Context: an optimization exercise on an open-source flow, tuned for small area, a short achievable clock period and few clock cycles per item. The choices shown serve that exercise and are no tape-out recipe.
Function was checked by simulation only, so behaviour that the tests miss may differ from the original.

## R
==> flow/design.v <==
`default_nettype none
package sdram_bridge_pkg;
	localparam int unsigned ADDR_W    = 24;               
	localparam int unsigned DATA_W    = 16;               
	localparam int unsigned LEN_W     = 7;                
	localparam int unsigned MAX_BURST = 64;
	localparam int unsigned TX_DEPTH  = 64;
	localparam int unsigned RX_DEPTH  = 64;
endpackage
`default_nettype wire
`default_nettype none
module sync_fifo #(
	parameter int unsigned WIDTH = 16,
	parameter int unsigned DEPTH = 64
) (
	input  wire                         sys_clk,
	input  wire  [DEPTH-1:0]            wen_i,     
	input  wire  [WIDTH-1:0]            wdata_i,
	input  wire  [DEPTH-1:0]            rsel_i,    
	output logic [WIDTH-1:0]            rdata_o
);
	logic [WIDTH-1:0] mem [DEPTH];   
	always_ff @(posedge sys_clk) begin
		for (int i = 0; i < DEPTH; i++)
			if (wen_i[i])
				mem[i] <= wdata_i;
	end
	logic [WIDTH-1:0] rdata_n;
	always_comb begin
		rdata_n = '0;
		for (int i = 0; i < DEPTH; i++)
			rdata_n = rdata_n | ({WIDTH{rsel_i[i]}} & mem[i]);
	end
	always_ff @(posedge sys_clk) begin
		rdata_o <= rdata_n;
	end
endmodule
`default_nettype wire
`default_nettype none
module wr_burst_engine
(
	input  wire                 sys_clk,
	input  wire                 sys_rst_n,
	input  wire                 init_end_i,
	input  wire                 wr_req_i,
	input  wire  [sdram_bridge_pkg::ADDR_W-1:0]   wr_addr_i,
	input  wire  [sdram_bridge_pkg::LEN_W-1:0]    wr_len_i,
	input  wire  [sdram_bridge_pkg::DATA_W-1:0]   wr_data_i,
	output logic                wr_rdy_o,
	input  wire                 sdram_wr_ack_i,
	output logic                sdram_wr_req_o,
	output logic [sdram_bridge_pkg::ADDR_W-1:0]   sdram_wr_addr_o,
	output logic [sdram_bridge_pkg::LEN_W-1:0]    sdram_wr_len_o,
	output logic [sdram_bridge_pkg::DATA_W-1:0]   sdram_wr_data_o
);
	localparam int unsigned DEPTH = sdram_bridge_pkg::TX_DEPTH;
	localparam int unsigned PW    = $clog2(DEPTH);
	logic                                   rdy_q;       
	logic                                   req_q;       
	logic [sdram_bridge_pkg::ADDR_W-1:0]    req_addr;
	logic [sdram_bridge_pkg::LEN_W-1:0]     req_len;
	logic [sdram_bridge_pkg::LEN_W-1:0]     cap_rem;     
	logic                                   push_q;      
	logic [sdram_bridge_pkg::DATA_W-1:0]    wr_data_q;
	logic [PW-1:0]                          wptr;
	logic [7:0]                             wen_hi;      
	logic [7:0]                             wen_lo;      
	logic [DEPTH-1:0]                       wen;         
	logic [DEPTH-1:0]                       rsel;        
	logic [sdram_bridge_pkg::LEN_W-1:0]     trans_rem;   
	logic                                   trans_on;    
	logic                                   accept;
	logic                                   ack;
	logic                                   pop;
	logic                                   req_nxt;
	logic                                   push_nxt;
	logic [PW-1:0]                          wptr_nxt;
	logic [sdram_bridge_pkg::LEN_W-1:0]     trans_nxt;
	assign accept    = wr_req_i && rdy_q;
	assign ack       = sdram_wr_ack_i && req_q;
	assign pop       = ack || trans_on;
	assign req_nxt   = accept || (req_q && !ack);
	assign push_nxt  = accept || (cap_rem != '0);
	assign wptr_nxt  = wptr + push_q;
	assign trans_nxt = ack ? req_len - 1'b1 : trans_rem - trans_on;
	always_ff @(posedge sys_clk or negedge sys_rst_n) begin
		if (!sys_rst_n) begin
			rdy_q     <= 1'b0;
			req_q     <= 1'b0;
			cap_rem   <= '0;
			push_q    <= 1'b0;
			wptr      <= '0;
			rsel      <= DEPTH'(1);
			trans_rem <= '0;
			trans_on  <= 1'b0;
		end else begin
			rdy_q     <= init_end_i && !req_nxt;
			req_q     <= req_nxt;
			push_q    <= push_nxt;
			if (accept)
				cap_rem <= wr_len_i - 1'b1;
			else if (cap_rem != '0)
				cap_rem <= cap_rem - 1'b1;
			wptr      <= wptr_nxt;
			if (pop)
				rsel  <= {rsel[DEPTH-2:0], rsel[DEPTH-1]};
			trans_rem <= trans_nxt;
			trans_on  <= (trans_nxt != '0);
		end
	end
	always_ff @(posedge sys_clk) begin
		for (int i = 0; i < 8; i++) begin
			wen_hi[i] <= push_nxt && (wptr_nxt[5:3] == 3'(i));
			wen_lo[i] <= (wptr_nxt[2:0] == 3'(i));
		end
	end
	always_comb begin
		for (int i = 0; i < DEPTH; i++)
			wen[i] = wen_hi[i / 8] && wen_lo[i % 8];
	end
	always_ff @(posedge sys_clk) begin
		wr_data_q <= wr_data_i;
		if (accept) begin
			req_addr <= wr_addr_i;
			req_len  <= wr_len_i;
		end
	end
	assign wr_rdy_o        = rdy_q;
	assign sdram_wr_req_o  = req_q;
	assign sdram_wr_addr_o = req_addr;
	assign sdram_wr_len_o  = req_len;
	sync_fifo #(
		.WIDTH (sdram_bridge_pkg::DATA_W),
		.DEPTH (DEPTH)
	) u_tx_buf (
		.sys_clk (sys_clk),
		.wen_i   (wen),
		.wdata_i (wr_data_q),
		.rsel_i  (rsel),
		.rdata_o (sdram_wr_data_o)
	);
endmodule
`default_nettype wire
`default_nettype none
module rd_burst_engine
(
	input  wire                 sys_clk,
	input  wire                 sys_rst_n,
	input  wire                 init_end_i,
	input  wire                 rd_req_i,
	input  wire  [sdram_bridge_pkg::ADDR_W-1:0]   rd_addr_i,
	input  wire  [sdram_bridge_pkg::LEN_W-1:0]    rd_len_i,
	output logic                rd_rdy_o,
	output logic                rd_valid_o,
	output logic [sdram_bridge_pkg::DATA_W-1:0]   rd_data_o,
	input  wire                 sdram_rd_ack_i,
	input  wire                 sdram_rd_valid_i,
	input  wire  [sdram_bridge_pkg::DATA_W-1:0]   sdram_rd_data_i,
	output logic                sdram_rd_req_o,
	output logic [sdram_bridge_pkg::ADDR_W-1:0]   sdram_rd_addr_o,
	output logic [sdram_bridge_pkg::LEN_W-1:0]    sdram_rd_len_o
);
	localparam int unsigned DEPTH = sdram_bridge_pkg::RX_DEPTH;
	localparam int unsigned PW    = $clog2(DEPTH);
	logic                                   rdy_q;       
	logic                                   req_q;       
	logic [sdram_bridge_pkg::ADDR_W-1:0]    req_addr;
	logic [sdram_bridge_pkg::LEN_W-1:0]     req_len;
	logic                                   fill_on;     
	logic [sdram_bridge_pkg::LEN_W-1:0]     fill_rem;    
	logic                                   fill_last;   
	logic [PW:0]                            wptr;
	logic [PW:0]                            rptr;
	logic [PW:0]                            cptr;        
	logic [DEPTH-1:0]                       wsel;        
	logic [DEPTH-1:0]                       rsel;        
	logic                                   valid_q;
	logic                                   accept;
	logic                                   ack;
	logic                                   push;
	logic                                   fill_done;
	logic                                   pop;         
	logic [PW:0]                            wptr_inc;
	logic                                   req_nxt;
	logic [PW:0]                            wptr_nxt;
	logic [PW:0]                            rptr_nxt;
	assign accept    = rd_req_i && rdy_q;
	assign ack       = sdram_rd_ack_i && req_q;
	assign req_nxt   = accept || (req_q && !ack);
	assign push      = sdram_rd_valid_i && fill_on;
	assign fill_done = push && fill_last;
	assign wptr_inc  = wptr + 1'b1;
	assign wptr_nxt  = push ? wptr_inc : wptr;
	assign rptr_nxt  = rptr + pop;
	always_ff @(posedge sys_clk or negedge sys_rst_n) begin
		if (!sys_rst_n) begin
			rdy_q     <= 1'b0;
			req_q     <= 1'b0;
			fill_on   <= 1'b0;
			fill_rem  <= '0;
			fill_last <= 1'b0;
			wptr      <= '0;
			rptr      <= '0;
			cptr      <= '0;
			valid_q   <= 1'b0;
			pop       <= 1'b0;
		end else begin
			rdy_q   <= init_end_i && !req_nxt;
			req_q   <= req_nxt;
			fill_on <= ack || (fill_on && !fill_done);
			if (ack) begin
				fill_rem  <= req_len;
				fill_last <= (req_len == sdram_bridge_pkg::LEN_W'(1));
			end else if (push) begin
				fill_rem  <= fill_rem - 1'b1;
				fill_last <= (fill_rem == sdram_bridge_pkg::LEN_W'(2));
			end
			wptr <= wptr_nxt;
			if (fill_done)
				cptr <= wptr_inc;
			rptr    <= rptr_nxt;
			valid_q <= pop;
			pop     <= fill_done ? (rptr_nxt != wptr_inc) : (rptr_nxt != cptr);
		end
	end
	always_ff @(posedge sys_clk) begin
		for (int i = 0; i < DEPTH; i++)
			rsel[i] <= (rptr_nxt[PW-1:0] == PW'(i));
	end
	always_comb begin
		for (int i = 0; i < DEPTH; i++)
			wsel[i] = (wptr[PW-1:0] == PW'(i));
	end
	always_ff @(posedge sys_clk) begin
		if (accept) begin
			req_addr <= rd_addr_i;
			req_len  <= rd_len_i;
		end
	end
	assign rd_rdy_o        = rdy_q;
	assign sdram_rd_req_o  = req_q;
	assign sdram_rd_addr_o = req_addr;
	assign sdram_rd_len_o  = req_len;
	assign rd_valid_o      = valid_q;
	sync_fifo #(
		.WIDTH (sdram_bridge_pkg::DATA_W),
		.DEPTH (DEPTH)
	) u_rx_buf (
		.sys_clk (sys_clk),
		.wen_i   (wsel),
		.wdata_i (sdram_rd_data_i),
		.rsel_i  (rsel),
		.rdata_o (rd_data_o)
	);
endmodule
`default_nettype wire
`default_nettype none
module sdram_fifo_bridge
(
	input  wire                 sys_clk,
	input  wire                 sys_rst_n,
	input  wire                 init_end_i,        
	input  wire                 wr_req_i,
	input  wire  [sdram_bridge_pkg::ADDR_W-1:0]   wr_addr_i,
	input  wire  [sdram_bridge_pkg::LEN_W-1:0]    wr_len_i,
	input  wire  [sdram_bridge_pkg::DATA_W-1:0]   wr_data_i,
	output logic                wr_rdy_o,
	input  wire                 rd_req_i,
	input  wire  [sdram_bridge_pkg::ADDR_W-1:0]   rd_addr_i,
	input  wire  [sdram_bridge_pkg::LEN_W-1:0]    rd_len_i,
	output logic                rd_rdy_o,
	output logic                rd_valid_o,
	output logic [sdram_bridge_pkg::DATA_W-1:0]   rd_data_o,
	input  wire                 sdram_wr_ack_i,
	output logic                sdram_wr_req_o,
	output logic [sdram_bridge_pkg::ADDR_W-1:0]   sdram_wr_addr_o,
	output logic [sdram_bridge_pkg::LEN_W-1:0]    sdram_wr_len_o,
	output logic [sdram_bridge_pkg::DATA_W-1:0]   sdram_wr_data_o,
	input  wire                 sdram_rd_ack_i,
	input  wire                 sdram_rd_valid_i,
	input  wire  [sdram_bridge_pkg::DATA_W-1:0]   sdram_rd_data_i,
	output logic                sdram_rd_req_o,
	output logic [sdram_bridge_pkg::ADDR_W-1:0]   sdram_rd_addr_o,
	output logic [sdram_bridge_pkg::LEN_W-1:0]    sdram_rd_len_o
);
	wr_burst_engine u_wr_engine (
		.sys_clk         (sys_clk),
		.sys_rst_n       (sys_rst_n),
		.init_end_i      (init_end_i),
		.wr_req_i        (wr_req_i),
		.wr_addr_i       (wr_addr_i),
		.wr_len_i        (wr_len_i),
		.wr_data_i       (wr_data_i),
		.wr_rdy_o        (wr_rdy_o),
		.sdram_wr_ack_i  (sdram_wr_ack_i),
		.sdram_wr_req_o  (sdram_wr_req_o),
		.sdram_wr_addr_o (sdram_wr_addr_o),
		.sdram_wr_len_o  (sdram_wr_len_o),
		.sdram_wr_data_o (sdram_wr_data_o)
	);
	rd_burst_engine u_rd_engine (
		.sys_clk          (sys_clk),
		.sys_rst_n        (sys_rst_n),
		.init_end_i       (init_end_i),
		.rd_req_i         (rd_req_i),
		.rd_addr_i        (rd_addr_i),
		.rd_len_i         (rd_len_i),
		.rd_rdy_o         (rd_rdy_o),
		.rd_valid_o       (rd_valid_o),
		.rd_data_o        (rd_data_o),
		.sdram_rd_ack_i   (sdram_rd_ack_i),
		.sdram_rd_valid_i (sdram_rd_valid_i),
		.sdram_rd_data_i  (sdram_rd_data_i),
		.sdram_rd_req_o   (sdram_rd_req_o),
		.sdram_rd_addr_o  (sdram_rd_addr_o),
		.sdram_rd_len_o   (sdram_rd_len_o)
	);
endmodule
`default_nettype wire
clock: 5.5 ns
lec_check: 0
cap_margin: 20
core_margin: 2
core_utilization: 45
cts_cluster_diameter: 60
cts_cluster_size: 25
place_density: 0.6
setup_slack_margin: 3.0
slew_margin: 20
run.sh (not shown) runs the stock make flow with config.mk's settings and CLKGATE_MAP_FILE= SYNTH_SCRIPT=/design/flow/synth_recipe.tcl, a recipe that flattens the netlist after the stock synthesis.
R has completed all stages; timing, DRC and antenna checks passed.
Testbench counts of R, summed over its fixed seeds: cycles 21,685, words 26,620.
### R -> Q
diff --git a/flow/design.v b/flow/design.v
--- a/flow/design.v
+++ b/flow/design.v
@@ -60,14 +60,12 @@
 	logic [sdram_bridge_pkg::ADDR_W-1:0]    req_addr;
 	logic [sdram_bridge_pkg::LEN_W-1:0]     req_len;
 	logic [sdram_bridge_pkg::LEN_W-1:0]     cap_rem;     
 	logic                                   push_q;      
 	logic [sdram_bridge_pkg::DATA_W-1:0]    wr_data_q;
 	logic [PW-1:0]                          wptr;
-	logic [7:0]                             wen_hi;      
-	logic [7:0]                             wen_lo;      
 	logic [DEPTH-1:0]                       wen;         
 	logic [DEPTH-1:0]                       rsel;        
 	logic [sdram_bridge_pkg::LEN_W-1:0]     trans_rem;   
 	logic                                   trans_on;    
 	logic                                   accept;
 	logic                                   ack;
@@ -106,20 +104,14 @@
 				rsel  <= {rsel[DEPTH-2:0], rsel[DEPTH-1]};
 			trans_rem <= trans_nxt;
 			trans_on  <= (trans_nxt != '0);
 		end
 	end
 	always_ff @(posedge sys_clk) begin
-		for (int i = 0; i < 8; i++) begin
-			wen_hi[i] <= push_nxt && (wptr_nxt[5:3] == 3'(i));
-			wen_lo[i] <= (wptr_nxt[2:0] == 3'(i));
-		end
-	end
-	always_comb begin
 		for (int i = 0; i < DEPTH; i++)
-			wen[i] = wen_hi[i / 8] && wen_lo[i % 8];
+			wen[i] <= push_nxt && (wptr_nxt == PW'(i));
 	end
 	always_ff @(posedge sys_clk) begin
 		wr_data_q <= wr_data_i;
 		if (accept) begin
 			req_addr <= wr_addr_i;
 			req_len  <= wr_len_i;
==> run summary <==
Q ran to completion and came out clean on the timing, design-rule and antenna checks. Global-route usage was higher in the run labelled R. Q against R; average wire per standard cell is down slightly. Q has number of fill cells below what R had. The count of cell types in the netlist number comes out higher for R vs Q. NOTE clock-buffer cell count R->Q decreased by a few percent. Diff Q and R: core region area lower in R.
Testbench counts of Q, summed over its fixed seeds: cycles 21,685, words 26,620.

[re-timing with driven ports]
The results above use ideal ports. As a check the final layouts listed here were re-extracted and re-timed, cells and wires unchanged. Step 1 sets driving cells, clkbuf_16 on the clock port and buf_2 on the other inputs (assumed; they add their load-dependent delay and slew). Step 2 also shifts input and output timing later by t, the mid clock arrival at the registers, as if the neighbouring blocks saw the same clock. Slacks: ideal / step 1 / step 2; pairs: ideal / step 1.
| run | t (ns) | setup WS [ns] | hold slack, ns | worst data-port slew with drivers (ns) | pins driven straight from the clock port |
|---|---|---|---|---|---|
| R | 0.934 | 2.915 / 2.851 / 2.118 | 0.228 / 0.175 / 0.396 | 0.14 | 1 |
| Q | 0.919 | 2.928 / 2.845 / 2.269 | 0.174 / 0.129 / 0.419 | 0.20 | 1 |
After both steps setup and hold are still met in every run listed. The setup slack of R, which loses most, moves by -0.064 ns with the drivers and by -0.797 ns with both steps.
